This design comes from an exercise in tuning for small area, a short achievable clock period and few clock cycles per item on the open sky130 flow, not from production work. Function was checked by simulation only, so behaviour that the tests miss may differ from the original. No activity file was given, so power comes from the tool's default toggle rates.

main:
==> flow/design.v (excerpt) <==
module cache_top (
  input  wire          clk,
  input  wire          reset,
  input  wire          cachereq_val,
  output wire          cachereq_rdy,
  input  wire  [2:0]   cachereq_type,
  input  wire  [31:0]  cachereq_addr,
  input  wire  [31:0]  cachereq_data,
  output wire          cacheresp_val,
  input  wire          cacheresp_rdy,
  output wire  [2:0]   cacheresp_type,
  output wire  [31:0]  cacheresp_data,
  output wire          memreq_val,
  input  wire          memreq_rdy,
  output wire          memreq_type,
  output wire  [31:0]  memreq_addr,
  output wire  [127:0] memreq_data,
  input  wire          memresp_val,
  output wire          memresp_rdy,
  input  wire  [127:0] memresp_data
);
  localparam int N = 9;
  localparam logic [2:0] T_READ  = 3'd0;
  localparam logic [2:0] T_WRITE = 3'd1;
  localparam logic [2:0] T_INIT  = 3'd2;
  localparam logic [2:0] T_ADD   = 3'd3;
  localparam logic [2:0] T_AND   = 3'd4;
  localparam logic [2:0] T_OR    = 3'd5;
  localparam logic [1:0] M_IDLE    = 2'd0;
  localparam logic [1:0] M_RD_WAIT = 2'd1;
  localparam logic [1:0] M_WB_REQ  = 2'd2;
  localparam logic [1:0] M_WB_WAIT = 2'd3;
  logic [27:0]  tag_q   [N];
  logic [127:0] data_q  [N];
  ...
clock: 7.5 ns
lec_check: 0
abc_clock_period_in_ps: 3200
cap_margin: 20
core_margin: 2
core_utilization: 50
cts_cluster_diameter: 70
cts_cluster_size: 20
place_density: 0.6
setup_slack_margin: 4.2
slew_margin: 20
standard.sh (not shown) runs the stock make flow with config.mk's settings and CLKGATE_MAP_FILE= SYNTH_SCRIPT=/design/flow/synth_recipe.tcl, a recipe that flattens the netlist after the stock synthesis.
==> flow/flow/run.sh <==
#!/bin/bash
# The standard layout, with the port buffers that buffer_ports inserts made
# plain buffers (buf_4) instead of the default delay cells, so that the
# fixed input and output delays are not lengthened by slow port buffers.
set -euo pipefail
export BUFFER_PORTS_ARGS="-buffer_cell sky130_fd_sc_hd__buf_4"
bash standard.sh > flow_make.log 2>&1
main: done, clean on timing, DRC and antenna
Testbench counts of main, summed over its fixed seeds: cycles 16,345, requests 12,000.
> inputs changed (main -> the feature branch)
diff --git a/flow/design.v b/flow/design.v
--- a/flow/design.v
+++ b/flow/design.v
@@ -57,61 +57,64 @@
   logic [N-1:0] w_sel;
   logic [3:0]   w_wsel;
   logic [2:0]   w_type;
   logic [31:0]  w_old;
   logic [31:0]  w_wdata;
   logic         x_val;      
   logic [N-1:0] x_sel;
   logic [3:0]   x_wsel;
   logic [31:0]  x_new;
-  logic         q0_val;
+  logic         q0_val, q1_val;
+  logic         q1_val_d;
   logic         rdy_q;      
   logic         mv_q;
   logic         mt_q;
+  logic [27:0]  ma_q;
   logic         mr_q;
   logic         r_val_d;
   logic         r_hit_d;
+  logic [27:0]  r_line_d;
   logic         s_val_d;
   logic [1:0]   m_state_d;
   logic [N-1:0] miss_sel_d;
   logic         pend_d;
-  logic [2:0]   q0_type;
-  logic [31:0]  q0_data;
+  logic [2:0]   q0_type, q1_type;
+  logic [31:0]  q0_data, q1_data;
   logic r_store;      
   logic r_amo;
   logic q_space;
   logic hit_done;     
   logic refill_now;   
   logic miss_done;    
   logic r_done;
   logic hit_wr;       
   logic w_load;
   logic r_free;
   logic load_r;
   logic to_skid;
   logic rd_fire;
   logic resp_pop;
   assign r_store    = (r_type == T_WRITE) || (r_type == T_INIT);
   assign r_amo      = (r_type == T_ADD) || (r_type == T_AND) || (r_type == T_OR);
-  assign q_space    = !q0_val || cacheresp_rdy;
+  assign q_space    = !q1_val;
   assign hit_done   = r_val && r_hit && q_space && !w_add_stall;
   assign refill_now = (m_state == M_RD_WAIT) && memresp_val && mr_q;
-  assign miss_done  = refill_now && q_space;
+  assign miss_done  = refill_now;
   assign r_done     = hit_done || miss_done;
   assign hit_wr     = hit_done && (r_type != T_READ);
-  assign w_load     = hit_wr || (miss_done && r_amo);
+  assign w_load     = hit_wr || (refill_now && r_amo);
   assign cachereq_rdy = rdy_q;
   assign r_free       = !r_val || r_done;
   assign load_r       = r_free && (s_val || cachereq_val);
   assign to_skid      = cachereq_val && !s_val && !r_free;
   assign memreq_val  = mv_q;
   assign memreq_type = mt_q;
-  assign memreq_addr = {mt_q ? wb_line : r_line, 4'b0000};
+  assign memreq_addr = {ma_q, 4'b0000};
   assign memreq_data = wb_data;
   assign memresp_rdy = mr_q;
   assign rd_fire     = (m_state == M_IDLE) && mv_q && memreq_rdy;
   assign cacheresp_val  = q0_val;
   assign cacheresp_type = q0_type;
   assign cacheresp_data = q0_data;
   assign resp_pop       = q0_val && cacheresp_rdy;
   logic [2:0]   in_type;
   logic [27:0]  in_line;
@@ -234,23 +237,22 @@
   always_comb begin
     if (reset)        r_val_d = 1'b0;
     else if (load_r)  r_val_d = 1'b1;
     else if (r_done)  r_val_d = 1'b0;
     else              r_val_d = r_val;
     if (reset)        s_val_d = 1'b0;
     else if (to_skid) s_val_d = 1'b1;
     else if (r_free)  s_val_d = 1'b0;
     else              s_val_d = s_val;
-    if (load_r)          r_hit_d = |in_hv;
-    else if (refill_now) r_hit_d = 1'b1;
-    else                 r_hit_d = r_hit;
+    r_hit_d = load_r ? (|in_hv) : r_hit;
     miss_sel_d = load_r ? vict : r_sel;
     pend_d     = (w_load && (|(r_sel & miss_sel_d))) || (w_val && (|(w_sel & miss_sel_d)));
+    r_line_d = load_r ? in_line : r_line;
   end
   always_ff @(posedge clk) begin
     r_val <= r_val_d;
     s_val <= s_val_d;
     rdy_q <= !s_val_d;
   end
   always_ff @(posedge clk) begin
     if (to_skid) begin
       s_type  <= cachereq_type;
@@ -288,19 +290,20 @@
     m_state <= m_state_d;
     if (reset) begin
       wb_need <= 1'b0;
     end else if (rd_fire) begin
       wb_need <= sel_dirty;
     end
     mv_q <= ((m_state_d == M_IDLE) && r_val_d && !r_hit_d && !pend_d) ||
             (m_state_d == M_WB_REQ);
     mt_q <= (m_state_d == M_WB_REQ);
-    mr_q <= ((m_state_d == M_RD_WAIT) && !w_val) || (m_state_d == M_WB_WAIT);
+    ma_q <= (m_state_d == M_WB_REQ) ? wb_line : r_line_d;
+    mr_q <= ((m_state_d == M_RD_WAIT) && !q1_val_d && !w_val) || (m_state_d == M_WB_WAIT);
   end
   always_ff @(posedge clk) begin
     if (rd_fire) begin
       wb_line <= sel_line;
       wb_data <= line_rd;
     end
   end
   logic [31:0] wd [4];
   always_comb begin
@@ -350,26 +353,43 @@
       end
     end
   end
   logic [2:0]  push_type;
   logic [31:0] push_data;
   assign push_type = r_type;
   always_comb begin
     push_data = old_word;
   end
+  always_comb begin
+    q1_val_d = q1_val;
+    if (!q0_val || resp_pop) begin
+      if (q1_val) q1_val_d = r_done;
+    end else if (r_done) begin
+      q1_val_d = 1'b1;
+    end
+    if (reset) q1_val_d = 1'b0;
+  end
   always_ff @(posedge clk) begin
+    q1_val <= q1_val_d;
     if (reset) begin
       q0_val <= 1'b0;
-    end else if (r_done) begin
-      q0_val <= 1'b1;
-    end else if (resp_pop) begin
-      q0_val <= 1'b0;
+    end else if (!q0_val || resp_pop) begin
+      q0_val <= q1_val || r_done;
     end
   end
   always_ff @(posedge clk) begin
-    if (r_done) begin
-      q0_type <= push_type;
-      q0_data <= push_data;
+    if (!q0_val || resp_pop) begin
+      if (q1_val) begin
+        q0_type <= q1_type;
+        q0_data <= q1_data;
+      end else begin
+        q0_type <= push_type;
+        q0_data <= push_data;
+      end
+    end
+    if (r_done && ((q0_val && !resp_pop) || q1_val)) begin
+      q1_type <= push_type;
+      q1_data <= push_data;
     end
   end
 endmodule
 `default_nettype wire
Notes after the runs:
Relative to main, the final standard cell area without fillers measured on the feature branch has increased by a few percent.
Going from main to the feature branch, number of instances resized during post-cts repair shrank by more than 10%.
The run showing the greater post-route worst setup slack is main.
On via count of the first global-routing pass, the higher figure sits with the feature branch, not main.
main → the feature branch: sum of routed wire length over all layers now larger, clock share of power now smaller, cell depth of the worst setup path now smaller, switching part of the total power now smaller.
Number of antenna repair diodes | the feature branch above main
| final critical-path required period | higher: the feature branch |
Number of routed nets with antenna violations: main vs the feature branch identical
Clock latency at the later pin of the worst-skew pair of the feature branch is on par with main.
Re multi-input gate count: main and the feature branch aren't equal, and the lower value belongs to main.
Testbench counts of the feature branch, summed over its fixed seeds: cycles 16,345, requests 12,000.

afterwards: timing with drivers on the ports:
The flow's constraints put no driver on any port. The routed layouts listed below were extracted and timed again, unchanged, in two steps. Step 1: set_driving_cell puts a clkbuf_16 on clk and a buf_2 on each other input, an assumption about the parent block. Step 2, shift: input delay + t, output delay - t, t = (earliest + latest rising clock arrival at the registers) / 2. This alone moves slack from input paths to output paths. a / b / c = ideal / step 1 / step 2; a / b = the first two.
| run | t (ns) | slack for setup (ns) | worst slew at a driven data input, ns |
|---|---|---|---|
| main | 0.889 | 3.894 / 3.851 / 3.079 | 0.06 |
| the feature branch | 0.887 | 3.847 / 3.847 / 3.069 | 0.30 |
After both steps setup and hold are still met in every run listed. For main, which loses most, drivers alone change the setup slack by -0.043 ns; drivers and shift together by -0.815 ns.
